What follows belongs to an exercise in optimizing a design on an open flow for small area; a production flow would make more cautious choices. RTL that was checked went through simulation tests only; none was proved equivalent to the original. Power is estimated from default activity; no workload was simulated.

==> inputs of job 2902 <==
## si_countrate
module si_countrate #(
    parameter int WORD_WIDTH = 4,
    parameter int CNT_WIDTH  = 16
) (
    input  logic                     clk,
    input  logic                     rst,
    input  logic                     s_axis_tvalid,
    output logic                     s_axis_tready,
    input  logic [WORD_WIDTH-1:0]    s_axis_tkeep,
    input  logic [5*WORD_WIDTH-1:0]  s_axis_channel,
    input  logic [64*WORD_WIDTH-1:0] s_axis_tagtime,
    input  logic [WORD_WIDTH-1:0]    s_axis_rising_edge,
    input  logic [7:0]               wb_adr_i,
    input  logic [31:0]              wb_dat_i,
    output logic [31:0]              wb_dat_o,
    input  logic                     wb_we_i,
    input  logic                     wb_stb_i,
    input  logic                     wb_cyc_i,
    output logic                     wb_ack_o
);
export LEC_CHECK = 0
export CAP_MARGIN = 10
export CORE_MARGIN = 2
export CORE_UTILIZATION = 62
export CTS_BUF_LIST = sky130_fd_sc_hd__clkbuf_8
export CTS_CLUSTER_DIAMETER = 50
export CTS_CLUSTER_SIZE = 15
export PLACE_DENSITY = 0.7
export SLEW_MARGIN = 10
create_clock -name core_clock -period 12.0 [get_ports {clk}]
standard.sh (not shown) runs the stock make flow with config.mk's settings and CLKGATE_MAP_FILE= SYNTH_SCRIPT=/design/flow/synth_recipe.tcl, a recipe that flattens the netlist after the stock synthesis.
==> flow/flow/run.sh <==
#!/bin/bash
set -euo pipefail
export BUFFER_PORTS_ARGS="-buffer_cell sky130_fd_sc_hd__buf_1"
export CTS_ARGS="-sink_clustering_enable -repair_clock_nets -sink_clustering_size 15 -sink_clustering_max_diameter 50 -buf_list sky130_fd_sc_hd__clkbuf_8 -dont_use_dummy_load"
bash standard.sh > standard.log 2>&1
==> inputs of job 2641, as changes to job 2902 <==
--- a/flow/design.v
+++ b/flow/design.v
@@ -91,48 +91,17 @@
             if (wb_req) begin
                 dat_q <= rd_data;
             end
         end
     end
-    function automatic logic [63:0] add64(input logic [63:0] x, input logic [63:0] y);
-        logic [63:0] g, p, gg, pp;
-        g  = x & y;
-        p  = x ^ y;
-        gg = g;
-        pp = p;
-        for (int l = 0; l < 6; l++) begin
-            for (int i = (2 << l) - 1; i < 64; i += (2 << l)) begin
-                gg[i] = gg[i] | (pp[i] & gg[i - (1 << l)]);
-                pp[i] = pp[i] & pp[i - (1 << l)];
-            end
-        end
-        for (int l = 4; l >= 0; l--) begin
-            for (int i = 3 * (1 << l) - 1; i < 64; i += (2 << l)) begin
-                gg[i] = gg[i] | (pp[i] & gg[i - (1 << l)]);
-                pp[i] = pp[i] & pp[i - (1 << l)];
-            end
-        end
-        add64 = p ^ {gg[62:0], 1'b0};
-    endfunction
-    function automatic logic ge64(input logic [63:0] x, input logic [63:0] y);
-        logic [63:0] g, p;
-        g = x & ~y;
-        p = x | ~y;
-        for (int l = 0; l < 6; l++) begin
-            for (int i = (2 << l) - 1; i < 64; i += (2 << l)) begin
-                g[i] = g[i] | (p[i] & g[i - (1 << l)]);
-                p[i] = p[i] & p[i - (1 << l)];
-            end
-        end
-        ge64 = g[63] | p[63];
-    endfunction
     logic [WORD_WIDTH-1:0]    acc_in;
     logic [63:0]              len_n;
     logic [63:0]              ftag_in;
     logic [WORD_WIDTH-1:0]    s1_acc_q;
     logic [5*WORD_WIDTH-1:0]  s1_ch_q;
     logic [64*WORD_WIDTH-1:0] s1_tag_q;
+    logic [63:0]              s1_open_q;
     always_comb begin
         for (int i = 0; i < WORD_WIDTH; i++) begin
             acc_in[i] = s_axis_tvalid & s_axis_tkeep[i] & ctrl_en_q &
                         (ctrl_mode_q[1] | (s_axis_rising_edge[i] ^ ctrl_mode_q[0]));
         end
@@ -141,62 +110,64 @@
         for (int i = WORD_WIDTH - 2; i >= 0; i--) begin
             if (acc_in[i]) ftag_in = s_axis_tagtime[i*64 +: 64];
         end
     end
     always_ff @(posedge clk) begin
-        s1_acc_q <= acc_in;
-        s1_ch_q  <= s_axis_channel;
-        s1_tag_q <= s_axis_tagtime;
+        s1_acc_q  <= acc_in;
+        s1_ch_q   <= s_axis_channel;
+        s1_tag_q  <= s_axis_tagtime;
+        s1_open_q <= ftag_in + len_n;
     end
     logic                  started_q;
     logic [63:0]           wend_q;
     logic [WORD_WIDTH-1:0] acc2;
-    logic                  any2;
-    logic                  open_mode;
-    logic [63:0]           len_q;
-    logic [63:0]           sum_a;
-    logic [63:0]           sum_b;
-    logic [63:0]           sum1;
+    logic [63:0]           len_eff;
+    logic [63:0]           end_eff;
+    logic [63:0]           end2;
     logic                  b_found;
     logic [63:0]           b_tag;
-    logic [63:0]           gap_end;
+    logic [63:0]           wend_d;
     logic                  gap_d;
-    logic                  started_n;
     logic [WORD_WIDTH-1:0] pre_d;
     logic [WORD_WIDTH-1:0] post_d;
     always_comb begin
-        len_q     = {wlen_q[63:1], wlen_q[0] | (wlen_q[63:1] == 63'd0)};
-        acc2      = ctrl_en_q ? s1_acc_q : '0;
-        any2      = acc2 != '0;
-        open_mode = ~started_q & ~any2;
-        sum_a     = open_mode ? ftag_in : wend_q;
-        sum_b     = open_mode ? len_n : len_q;
-        sum1      = add64(sum_a, sum_b);
+        len_eff = {wlen_q[63:1], wlen_q[0] | (wlen_q[63:1] == 63'd0)};
+        acc2    = ctrl_en_q ? s1_acc_q : '0;
+        end_eff = started_q ? wend_q : s1_open_q;
+        end2    = end_eff + len_eff;
         b_found = 1'b0;
         b_tag   = '0;
         pre_d   = acc2;
         post_d  = '0;
         for (int i = 0; i < WORD_WIDTH; i++) begin
-            if (acc2[i] && !b_found && ge64(s1_tag_q[i*64 +: 64], wend_q)) begin
+            if (acc2[i] && !b_found && (s1_tag_q[i*64 +: 64] >= end_eff)) begin
                 b_found = 1'b1;
                 b_tag   = s1_tag_q[i*64 +: 64];
             end
             if (b_found) begin
                 pre_d[i]  = 1'b0;
                 post_d[i] = acc2[i];
             end
         end
-        gap_end = add64(b_tag, len_q);
-        gap_d   = b_found & ge64(b_tag, sum1);
-        started_n = ~rst & ctrl_en_q & (started_q | any2);
-    end
-    always_ff @(posedge clk) begin
-        started_q <= started_n;
-        if (!started_n || open_mode) begin
-            wend_q <= sum1;
-        end else if (b_found) begin
-            wend_q <= gap_d ? gap_end : sum1;
+        wend_d = end_eff;
+        gap_d  = 1'b0;
+        if (b_found) begin
+            if (b_tag < end2) begin
+                wend_d = end2;
+            end else begin
+                wend_d = b_tag + len_eff;
+                gap_d  = 1'b1;
+            end
+        end
+    end
+    always_ff @(posedge clk) begin
+        if (rst || !ctrl_en_q) begin
+            started_q <= 1'b0;
+            wend_q    <= '0;
+        end else if (acc2 != '0) begin
+            started_q <= 1'b1;
+            wend_q    <= wend_d;
         end
     end
     logic [WORD_WIDTH-1:0]   s2_pre_q;
     logic [WORD_WIDTH-1:0]   s2_post_q;
     logic [5*WORD_WIDTH-1:0] s2_ch_q;
@@ -212,56 +183,39 @@
     logic [CNT_WIDTH-1:0] sat_pre [NCH];
     logic [CNT_WIDTH-1:0] live_d  [NCH];
     logic                 sat_hit;
     logic                 live_keep;
     logic                 snap_take;
-    logic [3:0] hpre  [WORD_WIDTH];
-    logic [3:0] hpost [WORD_WIDTH];
-    logic [7:0] lo8   [WORD_WIDTH];
-    always_comb begin
-        for (int i = 0; i < WORD_WIDTH; i++) begin
-            for (int k = 0; k < 4; k++) begin
-                hpre[i][k]  = s2_pre_q[i]  & (s2_ch_q[i*5+3 +: 2] == 2'(k));
-                hpost[i][k] = s2_post_q[i] & (s2_ch_q[i*5+3 +: 2] == 2'(k));
-            end
-            for (int j = 0; j < 8; j++) begin
-                lo8[i][j] = (s2_ch_q[i*5 +: 3] == 3'(j));
-            end
-        end
-    end
     always_comb begin
         logic [WORD_WIDTH-1:0] a, p;
-        logic       s1, k1, k2, k3, c3;
-        logic [2:0] lo, qc;
+        logic [2:0] pc, qc;
+        logic       s1, c1, cc;
+        logic [3:0] lo;
         logic       allhi, sat;
         logic [CNT_WIDTH:3] cy;
         sat_hit = 1'b0;
         for (int c = 0; c < NCH; c++) begin
             for (int i = 0; i < WORD_WIDTH; i++) begin
-                a[i] = hpre[i][c >> 3]  & lo8[i][c & 7];
-                p[i] = hpost[i][c >> 3] & lo8[i][c & 7];
-            end
-            s1 = live_q[c][0] ^ a[0] ^ a[1];
-            k1 = (live_q[c][0] & a[0]) | (a[1] & (live_q[c][0] ^ a[0]));
-            lo[0] = s1 ^ a[2] ^ a[3];
-            k2 = (s1 & a[2]) | (a[3] & (s1 ^ a[2]));
-            lo[1] = live_q[c][1] ^ k1 ^ k2;
-            k3 = (live_q[c][1] & k1) | (k2 & (live_q[c][1] ^ k1));
-            lo[2] = live_q[c][2] ^ k3;
-            c3    = live_q[c][2] & k3;
+                a[i] = (s2_ch_q[i*5 +: 5] == 5'(c)) & s2_pre_q[i];
+                p[i] = (s2_ch_q[i*5 +: 5] == 5'(c)) & s2_post_q[i];
+            end
+            s1 = a[0] ^ a[1] ^ a[2];
+            c1 = (a[0] & a[1]) | (a[2] & (a[0] ^ a[1]));
+            pc = {c1 & s1 & a[3], c1 ^ (s1 & a[3]), s1 ^ a[3]};
+            s1 = p[0] ^ p[1] ^ p[2];
+            c1 = (p[0] & p[1]) | (p[2] & (p[0] ^ p[1]));
+            qc = {c1 & s1 & p[3], c1 ^ (s1 & p[3]), s1 ^ p[3]};
+            lo    = {1'b0, live_q[c][2:0]} + {1'b0, pc};
             allhi = &live_q[c][CNT_WIDTH-1:3];
-            sat   = c3 & allhi;
-            cy[3] = c3 & ~allhi;
-            sat_pre[c][2:0] = lo | {3{sat}};
+            sat   = lo[3] & allhi;
+            cy[3] = lo[3] & ~allhi;
+            sat_pre[c][2:0] = lo[2:0] | {3{sat}};
             for (int b = 3; b < CNT_WIDTH; b++) begin
                 sat_pre[c][b] = live_q[c][b] ^ cy[b];
                 cy[b+1]       = live_q[c][b] & cy[b];
             end
-            if ((a != '0) && allhi && (c3 || (lo == 3'd7))) sat_hit = 1'b1;
-            s1 = p[0] ^ p[1] ^ p[2];
-            k1 = (p[0] & p[1]) | (p[2] & (p[0] ^ p[1]));
-            qc = {k1 & s1 & p[3], k1 ^ (s1 & p[3]), s1 ^ p[3]};
+            if ((pc != 3'd0) && allhi && (lo[3] || (lo[2:0] == 3'd7))) sat_hit = 1'b1;
             live_d[c] = s2_close_q ? CNT_WIDTH'(qc) : sat_pre[c];
         end
     end
     assign live_keep = ~rst & ctrl_en_q;
     assign snap_take = live_keep & s2_close_q;
==> flow/run.sh (new file) <==
#!/bin/bash
# synth_recipe.tcl (not shown) runs the flow's synth.tcl, then flattens the netlist and writes it again
# the make line also repeats each setting of config.mk as NAME=value (left out here)
make -C /OpenROAD-flow-scripts/flow DESIGN_CONFIG=/design/flow/config.mk WORK_HOME=/design/flow/orfs CLKGATE_MAP_FILE= SYNTH_SCRIPT=/design/flow/synth_recipe.tcl finish
Settings changed: CAP_MARGIN 10 to 20, CORE_UTILIZATION 62 to 40, CTS_BUF_LIST sky130_fd_sc_hd__clkbuf_8 to default, CTS_CLUSTER_DIAMETER 50 to default, CTS_CLUSTER_SIZE 15 to default, PLACE_DENSITY 0.7 to default, SLEW_MARGIN 10 to 20.
removed: flow/flow/run.sh
removed: flow/standard.sh
==> inputs of job 3337, as changes to job 2902 <==
==> flow/flow/run.sh (replaced) <==
#!/bin/bash
set -euo pipefail
export BUFFER_PORTS_ARGS="-buffer_cell sky130_fd_sc_hd__buf_1"
export CTS_ARGS="-sink_clustering_enable -repair_clock_nets -sink_clustering_size 18 -sink_clustering_max_diameter 55 -buf_list sky130_fd_sc_hd__clkbuf_8 -dont_use_dummy_load"
bash standard.sh > standard.log 2>&1
Settings changed: CORE_UTILIZATION 62 to 50, CTS_CLUSTER_DIAMETER 50 to 55, CTS_CLUSTER_SIZE 15 to 18, PLACE_DENSITY 0.7 to default.
==> qor summary <==
quantity	job 2902	job 2641	job 3337
Maximum number of pins on one net before global-route repair	309	287	232
Clock latency on the worst-skew pair	0.95 ns	0.90 ns	0.95 ns
Cell count of the worst reg-to-reg path	33	24	31
Clock network area share	2.469%	6.312%	2.485%
Worst hold-check slack	0.3305 ns	0.3230 ns	0.3001 ns
HPWL after detailed placement	217,000 um	273,700 um	233,200 um
Largest stage delay, worst path	0.57 ns	0.91 ns	0.44 ns
Sequential cell power	5.56 mW	5.70 mW	5.56 mW
Flip-flop and latch count	1,534	1,598	1,534
Switching fraction of total power	24.34%	25.16%	24.77%
Result of the run	finished clean	finished clean	finished clean
Cell area after layout	83,620 um^2	98,990 um^2	84,180 um^2
Worst reg2reg startpoint	wend_q[42]	started_q	wend_q[42]
Post-Layout Cell Count	9,385	11.73k	9,793
Via/cell ratio	6.684	5.982	6.242
Tap cell count	1,637	2,821	2,044
Function not checked in job 2641: the RTL went through the layout flow alone.


==> v19: inputs <==
==> flow/design.v <==
module si_countrate #(
    parameter int WORD_WIDTH = 4,
    parameter int CNT_WIDTH  = 16
) (
    input  logic                     clk,
    input  logic                     rst,
    input  logic                     s_axis_tvalid,
    output logic                     s_axis_tready,
    input  logic [WORD_WIDTH-1:0]    s_axis_tkeep,
    input  logic [5*WORD_WIDTH-1:0]  s_axis_channel,
    input  logic [64*WORD_WIDTH-1:0] s_axis_tagtime,
    input  logic [WORD_WIDTH-1:0]    s_axis_rising_edge,
    input  logic [7:0]               wb_adr_i,
    input  logic [31:0]              wb_dat_i,
    output logic [31:0]              wb_dat_o,
    input  logic                     wb_we_i,
    input  logic                     wb_stb_i,
    input  logic                     wb_cyc_i,
    output logic                     wb_ack_o
);
    localparam int NCH   = 32;
    localparam int PC_W  = $clog2(WORD_WIDTH + 1);
    localparam int SUM_W = CNT_WIDTH + PC_W;
    localparam logic [CNT_WIDTH-1:0] CNT_MAX = '1;
    localparam logic [63:0] WLEN_RESET = 64'd1_000_000_000;
    logic        ctrl_en_q;
    logic [1:0]  ctrl_mode_q;
    logic [63:0] wlen_q;
    logic [31:0] wdone_q;
    logic        gap_q;
    logic        sat_q;
    logic        ack_q;
    logic [31:0] dat_q;
    logic [31:0] rd_data;
    logic        wb_req;
    logic        wb_wr;
    logic        clr_status;
    logic        snap_vld_q;
    logic        ctrl_en_n;
    logic [1:0]  ctrl_mode_n;
    logic [63:0] wlen_n;
    logic [CNT_WIDTH-1:0] live_q [NCH];
    logic [CNT_WIDTH-1:0] snap_q [NCH];
    assign s_axis_tready = ~rst;
    assign wb_ack_o      = ack_q;
    assign wb_dat_o      = dat_q;
    assign wb_req     = wb_cyc_i & wb_stb_i & ~ack_q;
    assign wb_wr      = wb_req & wb_we_i;
    assign clr_status = wb_wr && (wb_adr_i == 8'h10);
    always_comb begin
        rd_data = '0;
        if (wb_adr_i[1:0] == 2'b00) begin
            if (wb_adr_i[7]) begin
                rd_data = snap_vld_q ? 32'(snap_q[wb_adr_i[6:2]]) : 32'd0;
            end else begin
                case (wb_adr_i[6:2])
                    5'd0:    rd_data = {29'd0, ctrl_mode_q, ctrl_en_q};
                    5'd1:    rd_data = wlen_q[31:0];
                    5'd2:    rd_data = wlen_q[63:32];
                    5'd3:    rd_data = wdone_q;
                    5'd4:    rd_data = {30'd0, sat_q, gap_q};
                    default: rd_data = '0;
                endcase
            end
        end
    end
    always_comb begin
        ctrl_en_n   = ctrl_en_q;
        ctrl_mode_n = ctrl_mode_q;
        wlen_n      = wlen_q;
        if (wb_wr && wb_adr_i == 8'h00) begin
            ctrl_en_n   = wb_dat_i[0];
            ctrl_mode_n = wb_dat_i[2:1];
        end
        if (wb_wr && wb_adr_i == 8'h04) wlen_n[31:0]  = wb_dat_i;
        if (wb_wr && wb_adr_i == 8'h08) wlen_n[63:32] = wb_dat_i;
        if (rst) begin
            ctrl_en_n   = 1'b0;
            ctrl_mode_n = 2'b00;
            wlen_n      = WLEN_RESET;
        end
    end
    always_ff @(posedge clk) begin
        ctrl_en_q   <= ctrl_en_n;
        ctrl_mode_q <= ctrl_mode_n;
        wlen_q      <= wlen_n;
        if (rst) begin
            ack_q <= 1'b0;
        end else begin
            ack_q <= wb_req;
            if (wb_req) begin
                dat_q <= rd_data;
            end
        end
    end
    function automatic logic [63:0] add64(input logic [63:0] x, input logic [63:0] y);
        logic [63:0] g, p, gg, pp;
        g  = x & y;
        p  = x ^ y;
        gg = g;
        pp = p;
        for (int l = 0; l < 6; l++) begin
            for (int i = (2 << l) - 1; i < 64; i += (2 << l)) begin
                gg[i] = gg[i] | (pp[i] & gg[i - (1 << l)]);
                pp[i] = pp[i] & pp[i - (1 << l)];
            end
        end
        for (int l = 4; l >= 0; l--) begin
            for (int i = 3 * (1 << l) - 1; i < 64; i += (2 << l)) begin
                gg[i] = gg[i] | (pp[i] & gg[i - (1 << l)]);
                pp[i] = pp[i] & pp[i - (1 << l)];
            end
        end
        add64 = p ^ {gg[62:0], 1'b0};
    endfunction
    function automatic logic ge64(input logic [63:0] x, input logic [63:0] y);
        logic [63:0] g, p;
        g = x & ~y;
        p = x | ~y;
        for (int l = 0; l < 6; l++) begin
            for (int i = (2 << l) - 1; i < 64; i += (2 << l)) begin
                g[i] = g[i] | (p[i] & g[i - (1 << l)]);
                p[i] = p[i] & p[i - (1 << l)];
            end
        end
        ge64 = g[63] | p[63];
    endfunction
    logic [WORD_WIDTH-1:0]    acc_in;
    logic [63:0]              len_n;
    logic [63:0]              ftag_in;
    logic [WORD_WIDTH-1:0]    s1_acc_q;
    logic [5*WORD_WIDTH-1:0]  s1_ch_q;
    logic [64*WORD_WIDTH-1:0] s1_tag_q;
    always_comb begin
        for (int i = 0; i < WORD_WIDTH; i++) begin
            acc_in[i] = s_axis_tvalid & s_axis_tkeep[i] & ctrl_en_q &
                        (ctrl_mode_q[1] | (s_axis_rising_edge[i] ^ ctrl_mode_q[0]));
        end
        len_n   = {wlen_n[63:1], wlen_n[0] | (wlen_n[63:1] == 63'd0)};
        ftag_in = s_axis_tagtime[64*(WORD_WIDTH-1) +: 64];
        for (int i = WORD_WIDTH - 2; i >= 0; i--) begin
            if (acc_in[i]) ftag_in = s_axis_tagtime[i*64 +: 64];
        end
    end
    always_ff @(posedge clk) begin
        s1_acc_q <= acc_in;
        s1_ch_q  <= s_axis_channel;
        s1_tag_q <= s_axis_tagtime;
    end
    logic                  started_q;
    logic [63:0]           wend_q;
    logic [WORD_WIDTH-1:0] acc2;
    logic                  any2;
    logic                  open_mode;
    logic [63:0]           len_q;
    logic [63:0]           sum_a;
    logic [63:0]           sum_b;
    logic [63:0]           sum1;
    logic                  b_found;
    logic [63:0]           b_tag;
    logic [63:0]           gap_end;
    logic                  gap_d;
    logic                  started_n;
    logic [WORD_WIDTH-1:0] pre_d;
    logic [WORD_WIDTH-1:0] post_d;
    always_comb begin
        len_q     = {wlen_q[63:1], wlen_q[0] | (wlen_q[63:1] == 63'd0)};
        acc2      = ctrl_en_q ? s1_acc_q : '0;
        any2      = acc2 != '0;
        open_mode = ~started_q & ~any2;
        sum_a     = open_mode ? ftag_in : wend_q;
        sum_b     = open_mode ? len_n : len_q;
        sum1      = add64(sum_a, sum_b);
        b_found = 1'b0;
        b_tag   = '0;
        pre_d   = acc2;
        post_d  = '0;
        for (int i = 0; i < WORD_WIDTH; i++) begin
            if (acc2[i] && !b_found && ge64(s1_tag_q[i*64 +: 64], wend_q)) begin
                b_found = 1'b1;
                b_tag   = s1_tag_q[i*64 +: 64];
            end
            if (b_found) begin
                pre_d[i]  = 1'b0;
                post_d[i] = acc2[i];
            end
        end
        gap_end = add64(b_tag, len_q);
        gap_d   = b_found & ge64(b_tag, sum1);
        started_n = ~rst & ctrl_en_q & (started_q | any2);
    end
    always_ff @(posedge clk) begin
        started_q <= started_n;
        if (!started_n || open_mode) begin
            wend_q <= sum1;
        end else if (b_found) begin
            wend_q <= gap_d ? gap_end : sum1;
        end
    end
    logic [WORD_WIDTH-1:0]   s2_pre_q;
    logic [WORD_WIDTH-1:0]   s2_post_q;
    logic [5*WORD_WIDTH-1:0] s2_ch_q;
    logic                    s2_close_q;
    logic                    s2_gap_q;
    always_ff @(posedge clk) begin
        s2_pre_q   <= pre_d;
        s2_post_q  <= post_d;
        s2_ch_q    <= s1_ch_q;
        s2_close_q <= b_found;
        s2_gap_q   <= gap_d;
    end
    logic [CNT_WIDTH-1:0] sat_pre [NCH];
    logic [CNT_WIDTH-1:0] live_d  [NCH];
    logic                 sat_hit;
    logic                 live_keep;
    logic                 snap_take;
    logic [3:0] hpre  [WORD_WIDTH];
    logic [3:0] hpost [WORD_WIDTH];
    logic [7:0] lo8   [WORD_WIDTH];
    always_comb begin
        for (int i = 0; i < WORD_WIDTH; i++) begin
            for (int k = 0; k < 4; k++) begin
                hpre[i][k]  = s2_pre_q[i]  & (s2_ch_q[i*5+3 +: 2] == 2'(k));
                hpost[i][k] = s2_post_q[i] & (s2_ch_q[i*5+3 +: 2] == 2'(k));
            end
            for (int j = 0; j < 8; j++) begin
                lo8[i][j] = (s2_ch_q[i*5 +: 3] == 3'(j));
            end
        end
    end
    always_comb begin
        logic [WORD_WIDTH-1:0] a, p;
        logic       s1, k1, k2, k3, c3;
        logic [2:0] lo, qc;
        logic       allhi, sat;
        logic [CNT_WIDTH:3] cy;
        sat_hit = 1'b0;
        for (int c = 0; c < NCH; c++) begin
            for (int i = 0; i < WORD_WIDTH; i++) begin
                a[i] = hpre[i][c >> 3]  & lo8[i][c & 7];
                p[i] = hpost[i][c >> 3] & lo8[i][c & 7];
            end
            s1 = live_q[c][0] ^ a[0] ^ a[1];
            k1 = (live_q[c][0] & a[0]) | (a[1] & (live_q[c][0] ^ a[0]));
            lo[0] = s1 ^ a[2] ^ a[3];
            k2 = (s1 & a[2]) | (a[3] & (s1 ^ a[2]));
            lo[1] = live_q[c][1] ^ k1 ^ k2;
            k3 = (live_q[c][1] & k1) | (k2 & (live_q[c][1] ^ k1));
            lo[2] = live_q[c][2] ^ k3;
            c3    = live_q[c][2] & k3;
            allhi = &live_q[c][CNT_WIDTH-1:3];
            sat   = c3 & allhi;
            cy[3] = c3 & ~allhi;
            sat_pre[c][2:0] = lo | {3{sat}};
            for (int b = 3; b < CNT_WIDTH; b++) begin
                sat_pre[c][b] = live_q[c][b] ^ cy[b];
                cy[b+1]       = live_q[c][b] & cy[b];
            end
            if ((a != '0) && allhi && (c3 || (lo == 3'd7))) sat_hit = 1'b1;
            s1 = p[0] ^ p[1] ^ p[2];
            k1 = (p[0] & p[1]) | (p[2] & (p[0] ^ p[1]));
            qc = {k1 & s1 & p[3], k1 ^ (s1 & p[3]), s1 ^ p[3]};
            live_d[c] = s2_close_q ? CNT_WIDTH'(qc) : sat_pre[c];
        end
    end
    assign live_keep = ~rst & ctrl_en_q;
    assign snap_take = live_keep & s2_close_q;
    always_ff @(posedge clk) begin
        for (int c = 0; c < NCH; c++) begin
            live_q[c] <= live_keep ? live_d[c] : '0;
            if (snap_take) begin
                snap_q[c] <= sat_pre[c];
            end
        end
        if (rst) begin
            snap_vld_q <= 1'b0;
            wdone_q    <= '0;
            gap_q      <= 1'b0;
            sat_q      <= 1'b0;
        end else begin
            gap_q <= (gap_q & ~(clr_status & wb_dat_i[0])) |
                     (ctrl_en_q & s2_close_q & s2_gap_q);
            sat_q <= (sat_q & ~(clr_status & wb_dat_i[1])) |
                     (ctrl_en_q & sat_hit);
            if (snap_take) begin
                snap_vld_q <= 1'b1;
                wdone_q    <= wdone_q + 32'd1;
            end
        end
    end
endmodule
==> flow/run.sh <==
#!/bin/bash
# synth_recipe.tcl (not shown) runs the flow's synth.tcl, then flattens the netlist and writes it again
# the make line also repeats each setting of config.mk as NAME=value (left out here)
make -C /OpenROAD-flow-scripts/flow DESIGN_CONFIG=/design/flow/config.mk WORK_HOME=/design/flow/orfs CLKGATE_MAP_FILE= SYNTH_SCRIPT=/design/flow/synth_recipe.tcl finish
==> flow/config.mk <==
export PLATFORM = sky130hd
export DESIGN_NAME = si_countrate
export DESIGN_NICKNAME = si_countrate
export VERILOG_FILES = /design/flow/design.v
export SDC_FILE = /design/flow/constraint.sdc
export NUM_CORES = 4
export LEC_CHECK = 0
export CAP_MARGIN = 10
export CORE_MARGIN = 2
export CORE_UTILIZATION = 50
export CTS_CLUSTER_DIAMETER = 60
export CTS_CLUSTER_SIZE = 20
export SLEW_MARGIN = 10
==> flow/constraint.sdc <==
create_clock -name core_clock -period 12.0 [get_ports {clk}]
set_input_delay 2.4000 -clock core_clock [delete_from_list [all_inputs] [get_ports {clk}]]
set_output_delay 2.4000 -clock core_clock [all_outputs]
set_load 0.01 [all_outputs]
==> v4: changes against v19 <==
==> flow/flow/run.sh (new file) <==
#!/bin/bash
set -euo pipefail
export BUFFER_PORTS_ARGS="-buffer_cell sky130_fd_sc_hd__buf_1"
bash standard.sh > standard.log 2>&1
==> flow/standard.sh (new file) <==
#!/bin/bash
# synth_recipe.tcl (not shown) runs the flow's synth.tcl, then flattens the netlist and writes it again
# the make line also repeats each setting of config.mk as NAME=value (left out here)
make -C /OpenROAD-flow-scripts/flow DESIGN_CONFIG=/design/flow/config.mk WORK_HOME=/design/flow/orfs CLKGATE_MAP_FILE= SYNTH_SCRIPT=/design/flow/synth_recipe.tcl "${@:-finish}"
GPL_TIMING_DRIVEN = 0   (was default)
removed: flow/run.sh
==> v23: changes against v19 <==
==> flow/flow/run.sh (new file) <==
#!/bin/bash
set -euo pipefail
export BUFFER_PORTS_ARGS="-buffer_cell sky130_fd_sc_hd__buf_1"
export CTS_ARGS="-sink_clustering_enable -repair_clock_nets -sink_clustering_size 15 -sink_clustering_max_diameter 50 -buf_list sky130_fd_sc_hd__clkbuf_8 -dont_use_dummy_load"
bash standard.sh > standard.log 2>&1
==> flow/standard.sh (new file) <==
#!/bin/bash
# synth_recipe.tcl (not shown) runs the flow's synth.tcl, then flattens the netlist and writes it again
# the make line also repeats each setting of config.mk as NAME=value (left out here)
make -C /OpenROAD-flow-scripts/flow DESIGN_CONFIG=/design/flow/config.mk WORK_HOME=/design/flow/orfs CLKGATE_MAP_FILE= SYNTH_SCRIPT=/design/flow/synth_recipe.tcl "${@:-finish}"
CTS_BUF_LIST = sky130_fd_sc_hd__clkbuf_8   (was default)
CTS_CLUSTER_DIAMETER = 50   (was 60)
CTS_CLUSTER_SIZE = 15   (was 20)
removed: flow/run.sh
==> v1: changes against v19 <==
CAP_MARGIN = 20   (was 10)
CORE_UTILIZATION = 40   (was 50)
CTS_CLUSTER_DIAMETER = default   (was 60)
CTS_CLUSTER_SIZE = default   (was 20)
SLEW_MARGIN = 20   (was 10)
==> notes <==
- v4 completed, yet does not pass: max-capacitance violations, max-slew violations, negative setup slack. v23 completed with no timing, DRC or antenna violations. v19 completed without violations. v1 went through all stages and came out clean.
- The highest core utilization belongs to v19, the lowest to v1.
- The highest count of clock-buffer cells in the layout belongs to v1, the lowest to v19.
- The lowest sequential share of layout area belongs to v1, the highest to v23.
- In v4 the final cell count is larger than in v23, by about 2%.
- The highest non-clock buffer count belongs to v4, the lowest to v23.
- Wire length: v1 is lower than v4 (8.7%).
- Die area is the same in v19 and v4.
- The lowest worst hold slack belongs to v23, the highest to v19.
- In sequential power, v1 and v23 hardly differ.
==> figures <==
| metric | v19 | v23 | v1 | v4 |
|---|---|---|---|---|
| Number of inserted diodes | 18 | 15 | 8 | 21 |
| Wire per inst | 30.55 um | 30.61 um | 29.89 um | 34.31 um |
| Type of origin of the critical path | input port | input port | input port | register |
| First-pass GRT wire length | 426.6 mm | 423.1 mm | 443.1 mm | 470.8 mm |
| Switch Pwr | 2.723 mW | 2.253 mW | 2.813 mW | 2.807 mW |
| Power share of the combinational group | 0.060 | 0.061 | 0.057 | 0.054 |
| Starting utilization of the core area | 0.5022 | 0.5022 | 0.4016 | 0.5022 |
| Portion of total power attributed to the clock network | 0.414 | 0.329 | 0.466 | 0.434 |
| Status | timing/DRC/antenna clean | timing/DRC/antenna clean | timing/DRC/antenna clean | complete, but fails checks |
| Violated checks | - | - | - | max-capacitance violations, max-slew violations, negative setup slack |
| R2R Path Start | s1_tag_q[171] | wend_q[42] | s1_tag_q[171] | wend_q[61] |
| Number of standard cells in the final layout excluding fillers | 9879 | 9809 | 10500 | 10010 |
| Internal power summed over all cells | 7.850 mW | 6.867 mW | 8.852 mW | 8.047 mW |
| Capture endpoint of the worst hold path | s2_ch_q[13] | s2_ch_q[7] | s2_ch_q[0] | s2_ch_q[11] |
| Maximum resistive drop on vdd | 0.1199 mV | 0.1191 mV | 0.1518 mV | 0.1568 mV |
| Setup tns final | 0 ns | 0 ns | 0 ns | -0.08494 ns |
| Reported sequential group power | 5.56 mW | 5.56 mW | 5.57 mW | 5.55 mW |
| M3 GR Usage | 0.07528 | 0.06831 | 0.06281 | 0.09410 |
| Die area | 157400 um2 | 157400 um2 | 196300 um2 | 157400 um2 |
| Buffers on Ports | 363 | 363 | 363 | 359 |

## re-timing with driven ports
In the flow no input, the clock included, has a driving cell. The finished layouts below were timed again as built, in two steps.
Step 1: set_driving_cell puts a clkbuf_16 on clk and a buf_2 on each other input, an assumption about the parent block.
Step 2 adds t to the input delays and takes it off the output delays; t is the mean of the earliest and latest rising clock arrival at the registers after step 1. Input paths then give back, and output paths get back, about the clock's delay inside the block.
Three values: ideal ports, drivers, drivers and shift; two values: the first two.
run	t, ns	setup slack, ns	worst setup path after step 2	cell pins on the clock port's net
job 2902	0.976	0.682 / 0.713 / -0.264	input to register	1
job 2641	0.947	1.174 / 1.174 / 1.174	register to register	1
job 3337	0.978	0.646 / 0.694 / -0.283	input to register	1
v19	0.861	0.544 / 0.611 / -0.250	input to register	1
v4	0.896	-0.085 / -0.085 / -0.731	input to register	1
v23	0.981	0.606 / 0.654 / -0.327	input to register	1
v1	0.925	0.717 / 0.790 / -0.135	input to register	1
Met with ideal ports but missed after step 2: setup timing in 5 of these runs. For job 2902, which loses most, drivers alone change the setup slack by +0.031 ns; drivers and shift together by -0.946 ns.
